Context: an optimization exercise on an open-source flow, tuned for small area and few clock cycles per item. The choices shown serve that exercise and are no tape-out recipe. Where RTL was checked, it was by simulation tests only, not by an equivalence proof against the original.

## fp_mult_pipe
module fp_mult_pipe #(
    parameter int EXP_W = 8,
    parameter int MAN_W = 23
) (
    input  logic                   clk,
    input  logic                   rst_n,
    input  logic                   in_valid,
    output logic                   in_ready,
    input  logic [EXP_W+MAN_W:0]   a,
    input  logic [EXP_W+MAN_W:0]   b,
    output logic                   out_valid,
    input  logic                   out_ready,
    output logic [EXP_W+MAN_W:0]   product,
    output logic [4:0]             flags
);
    logic        a_zero_s, b_zero_s, a_max_s, b_max_s, a_mz_s, b_mz_s;
    logic        a_inf_s, b_inf_s, a_nan_s, b_nan_s;
    logic        nan_s, inv_s, inf_s, zero_s, sign_s;
    logic [47:0] tx_s, ty_s, prod_s;
    logic [47:22] phi_s;
    logic        st_s;
    logic        v_r;
    logic [47:22] p_r;
    logic        st_r;
    logic [8:0]  e_r;
    logic        s_r;
    logic        f_r;     
    logic        m1_r;    
    logic        m2_r;    
    logic        hi_s, guard_s, sticky_s, round_up_s;
    logic [23:0] mant_s;
    logic [24:0] rounded_s;
    logic [9:0]  e1_s;
    logic        ovf_s, unf_s;
    assign in_ready  = ~(v_r & ~out_ready);
    assign out_valid = v_r;
    assign a_zero_s = (a[30:23] == 8'h00);
    assign b_zero_s = (b[30:23] == 8'h00);
    assign a_max_s  = (a[30:23] == 8'hFF);
    assign b_max_s  = (b[30:23] == 8'hFF);
    assign a_mz_s   = (a[22:0] == 23'd0);
    assign b_mz_s   = (b[22:0] == 23'd0);
    assign a_inf_s  = a_max_s & a_mz_s;
    assign b_inf_s  = b_max_s & b_mz_s;
    assign a_nan_s  = a_max_s & ~a_mz_s;
    assign b_nan_s  = b_max_s & ~b_mz_s;
    assign nan_s    = a_nan_s | b_nan_s;
    assign inv_s    = ~nan_s & ((a_inf_s & b_zero_s) | (b_inf_s & a_zero_s));
  ...
Size: about 1600 cells after synthesis, roughly 110 I/O pins, ~0.016 mm² of cells after synthesis.
export LEC_CHECK = 0
export CAP_MARGIN = 20
export CORE_MARGIN = 2
export CORE_UTILIZATION = 40
export GPL_TIMING_DRIVEN = 1
export SETUP_SLACK_MARGIN = 0.05
export SLEW_MARGIN = 20
export SYNTH_HIERARCHICAL = 1
create_clock -name core_clock -period 7.5 [get_ports {clk}]
standard.sh (not shown) runs the stock make flow with config.mk's settings and CLKGATE_MAP_FILE= SYNTH_SCRIPT=/design/flow/synth_recipe.tcl, a recipe that flattens the netlist after the stock synthesis.
==> flow/flow/run.sh <==
#!/bin/bash
# Standard layout with two changes: the port buffers are buf_2 cells, and right
# after synthesis every combinational cell is set to its smallest drive strength
# (the standard repair steps then size up what timing and slew need).
set -euo pipefail
export BUFFER_PORTS_ARGS="-buffer_cell sky130_fd_sc_hd__buf_2"
bash standard.sh synth > synth.log 2>&1
DS_ODB="$PWD/orfs/results/$FLOW_PLATFORM/fp_mult_pipe/base/1_synth.odb" \
DS_LIB="$FLOW_HOME/platforms/$FLOW_PLATFORM/lib/sky130_fd_sc_hd__tt_025C_1v80.lib" \
DS_MAP="$PWD/flow/downsize_map.txt" \
  openroad -no_init -exit flow/downsize.tcl > downsize.log 2>&1
export SKIP_GATE_CLONING=1
export POST_GLOBAL_PLACE_TCL="$PWD/flow/post_gpl.tcl"
bash standard.sh > standard.log 2>&1
==> flow/flow/post_gpl.tcl <==
# After timing-driven global placement: take out the buffers it inserted
# (named place*); the port buffers (input*, output*) stay. The resize and CTS
# repair steps add back what slew, capacitance and timing need.
set names {}
foreach inst [get_cells -quiet place*] {
  lappend names [get_full_name $inst]
}
puts "post_gpl: removing [llength $names] placement buffers"
if { [llength $names] > 0 } {
  remove_buffers {*}$names
}
puts "post_gpl: port buffers kept: [llength [get_cells -quiet input*]] input, [llength [get_cells -quiet output*]] output"
Other scripts of this flow, unchanged in this note and not shown: flow/flow/downsize.tcl, flow/flow/downsize_map.txt
Then changed:
==> flow/flow/post_gpl.tcl (replaced) <==
# After timing-driven global placement: take out the buffers it inserted
# (the port buffers stay); the resize and CTS repair steps add back what
# slew, capacitance and timing need.
set bufs [get_cells -quiet place*]
puts "post_gpl: removing [llength $bufs] placement buffers"
if { [llength $bufs] > 0 } {
  remove_buffers $bufs
}
The new run finished clean.
Critical path depth shrinks by 1.
Count of clock-buffer cells in the layout came out higher by 1.
Maximum frequency stays flat.
Utilization fell by 3.8 points.
Final area decreases by a little under a tenth.
Function was not checked in any run of this note: the RTL went through the layout flow alone.

========
Setup of run 1:
fp_mult_pipe, a different RTL version from the one above (not shown whole).
Size in the first run: about 1700 cells after synthesis.
## fp_mult_pipe
module fp_mult_pipe #(
    parameter int EXP_W = 8,
    parameter int MAN_W = 23
) (
    input  logic                   clk,
    input  logic                   rst_n,
    input  logic                   in_valid,
    output logic                   in_ready,
    input  logic [EXP_W+MAN_W:0]   a,
    input  logic [EXP_W+MAN_W:0]   b,
    output logic                   out_valid,
    input  logic                   out_ready,
    output logic [EXP_W+MAN_W:0]   product,
    output logic [4:0]             flags
);
    logic        a_zero_s, b_zero_s, a_max_s, b_max_s, a_mz_s, b_mz_s;
    logic        a_inf_s, b_inf_s, a_nan_s, b_nan_s;
    logic        nan_s, inv_s, inf_s, zero_s, sign_s;
    logic [47:0] tx_s, ty_s, prod_s;
    logic [47:22] phi_s;
    logic        st_s;
    logic        v_r;
    logic [47:22] p_r;
    logic        st_r;
    logic [8:0]  e_r;
    logic        s_r;
    logic        f_r;     
    logic        m1_r;    
    logic        m2_r;    
    logic        hi_s, guard_s, sticky_s, round_up_s;
    logic [23:0] mant_s;
    logic [24:0] rounded_s;
    logic [9:0]  e1_s;
    logic        ovf_s, unf_s;
    assign in_ready  = ~(v_r & ~out_ready);
    assign out_valid = v_r;
    assign a_zero_s = (a[30:23] == 8'h00);
    assign b_zero_s = (b[30:23] == 8'h00);
    assign a_max_s  = (a[30:23] == 8'hFF);
    assign b_max_s  = (b[30:23] == 8'hFF);
    assign a_mz_s   = (a[22:0] == 23'd0);
    assign b_mz_s   = (b[22:0] == 23'd0);
    assign a_inf_s  = a_max_s & a_mz_s;
    assign b_inf_s  = b_max_s & b_mz_s;
    assign a_nan_s  = a_max_s & ~a_mz_s;
    assign b_nan_s  = b_max_s & ~b_mz_s;
    assign nan_s    = a_nan_s | b_nan_s;
    assign inv_s    = ~nan_s & ((a_inf_s & b_zero_s) | (b_inf_s & a_zero_s));
    assign inf_s    = a_inf_s | b_inf_s;
    assign zero_s   = a_zero_s | b_zero_s;
    assign sign_s   = a[31] ^ b[31];
    logic bo0, bt0, bn0;
    assign bo0 = b[0] ^ 1'b0;
    assign bt0 = (b[1] & ~b[0] & ~1'b0) | (~b[1] & b[0] & 1'b0);
    assign bn0 = b[1];
    logic p1;
    assign p1 = ((bo0 & a[0])) ^ bn0;
  ...
export LEC_CHECK = 0
export CAP_MARGIN = 20
export CORE_MARGIN = 2
export CORE_UTILIZATION = 40
export GPL_TIMING_DRIVEN = 1
export SETUP_SLACK_MARGIN = 0.05
export SLEW_MARGIN = 20
export SYNTH_HIERARCHICAL = 1
create_clock -name core_clock -period 7.5 [get_ports {clk}]
==> flow/flow/post_gpl.tcl <==
# After timing-driven global placement: take out the buffers it inserted
# (named place*); the port buffers (input*, output*) stay. The resize and CTS
# repair steps add back what slew, capacitance and timing need.
set names {}
foreach inst [get_cells -quiet place*] {
  lappend names [get_full_name $inst]
}
puts "post_gpl: removing [llength $names] placement buffers"
if { [llength $names] > 0 } {
  remove_buffers {*}$names
}
puts "post_gpl: port buffers kept: [llength [get_cells -quiet input*]] input, [llength [get_cells -quiet output*]] output"
Scripts as last shown in full above: flow/flow/run.sh
Other scripts of this flow, unchanged in this note and not shown: flow/flow/downsize.tcl, flow/flow/downsize_map.txt
Run 1 has completed all stages; timing, DRC and antenna checks passed.
Testbench counts of run 1, summed over its fixed seeds: cycles 8,008, items 8,000.
Input changes introduced in run 2 (baseline for comparison: run 1):
diff --git a/flow/flow/run.sh b/flow/flow/run.sh
--- a/flow/flow/run.sh
+++ b/flow/flow/run.sh
@@ -13 +12,0 @@
-export POST_GLOBAL_PLACE_TCL="$PWD/flow/post_gpl.tcl"
removed: flow/flow/post_gpl.tcl
## What came out
Run 2 finished end to end and its layout was clean on timing, DRC and antenna.
Worst setup slack: run 2 vs run 1 up 0.086 ns
Re total number of cells along the worst setup path: run 2 is 1 up on run 1.
Type of the most critical hold path = register to register: run 2; type of the most critical hold path = input port to asynchronous set/reset pin: run 1
Post-detailed-routing wire length shrinks by a few percent when moving from run 1 to run 2.
[compare] base=run 1 new=run 2: filler cell count now larger; clock network contribution to total cell area comparable.
Note that the non-clock buffer total of the final layout recorded for run 2 amounts to 1.3 times the value seen in run 1.
Hold slack in run 2 is 0.15 ns below run 1.
Comparing run 2 and run 1, highest net fanout along the worst path is higher on run 1.
Run 1 reports its most used routing layer in global routing as met1 while run 2 reports met2.
Of run 2 and run 1, run 1 shows the higher final cell area excluding filler cells, with run 2 below it.
> inputs changed (run 2 -> run 3)
diff --git a/flow/flow/run.sh b/flow/flow/run.sh
--- a/flow/flow/run.sh
+++ b/flow/flow/run.sh
@@ -2,3 +2,9 @@
-# Standard layout with two changes: the port buffers are buf_2 cells, and right
-# after synthesis every combinational cell is set to its smallest drive strength
-# (the standard repair steps then size up what timing and slew need).
+# Standard layout (standard.sh) with these changes:
+# - the port buffers are buf_2 cells;
+# - right after synthesis every combinational cell is set to its smallest drive
+#   strength (flow/downsize.tcl); the repair steps size up what timing needs;
+# - the buffers that timing-driven global placement inserts are taken out again
+#   right after it (flow/post_gpl.tcl), so the later repair steps add only what
+#   slew, capacitance and timing need;
+# - the repair steps do not clone gates.
+# Each tool's output goes to its own log in this folder.
@@ -12,0 +19 @@
+export POST_GLOBAL_PLACE_TCL="$PWD/flow/post_gpl.tcl"
==> flow/flow/post_gpl.tcl (new file) <==
# After timing-driven global placement: take out the buffers it inserted
# (the port buffers stay); the resize and CTS repair steps add back what
# slew, capacitance and timing need.
set bufs [get_cells -quiet place*]
puts "post_gpl: removing [llength $bufs] placement buffers"
if { [llength $bufs] > 0 } {
  remove_buffers $bufs
}
--- outcome ---
Top layer reached by signal wires = met5: run 2; top layer reached by signal wires = met4: run 3
Run 3 gives less global-route wire length before repair than run 2 did.
Comparing run 3 against run 2, there is no change at all in die footprint.
Run 3 against run 2: share of the cycle needed by the critical path after routing picked up an extra 1.9 points, cell count after synthesis neither gained nor lost much.

## port drivers added, routing unchanged
No port has a modelled driver above. Below, the same layouts with a new extraction and two added sets of constraints.
Step 1 assumes that a clkbuf_16 drives the clock port and a buf_2 every other input.
Step 2, shift: input delay + t, output delay - t, t = (earliest + latest rising clock arrival at the registers) / 2. This alone moves slack from input paths to output paths.
Three values: ideal ports, drivers, drivers and shift; two values: the first two.
| run | shift t [ns] | setup slack, ns | worst hold slack (ns) | worst setup path after step 2 |
|---|---|---|---|---|
| the first run of note 1 | 0.327 | 0.195 / 0.192 / -0.135 | 0.973 / 0.951 / 1.216 | input to register |
| the second run of note 1 | 0.319 | 0.180 / -0.910 / -1.229 | 0.902 / 0.877 / 1.023 | input to register |
| run 1 | 0.320 | 0.206 / 0.184 / -0.136 | 0.983 / 0.964 / 1.128 | input to register |
| run 2 | 0.321 | 0.293 / 0.306 / -0.015 | 0.835 / 0.835 / 0.835 | input to register |
| run 3 | 0.320 | 0.154 / -0.817 / -1.137 | 0.908 / 0.884 / 1.204 | input to register |
With both steps, setup timing fails in every run listed, where it was met with ideal ports. For the second run of note 1, which loses most, drivers alone change the setup slack by -1.090 ns; drivers and shift together by -1.409 ns.
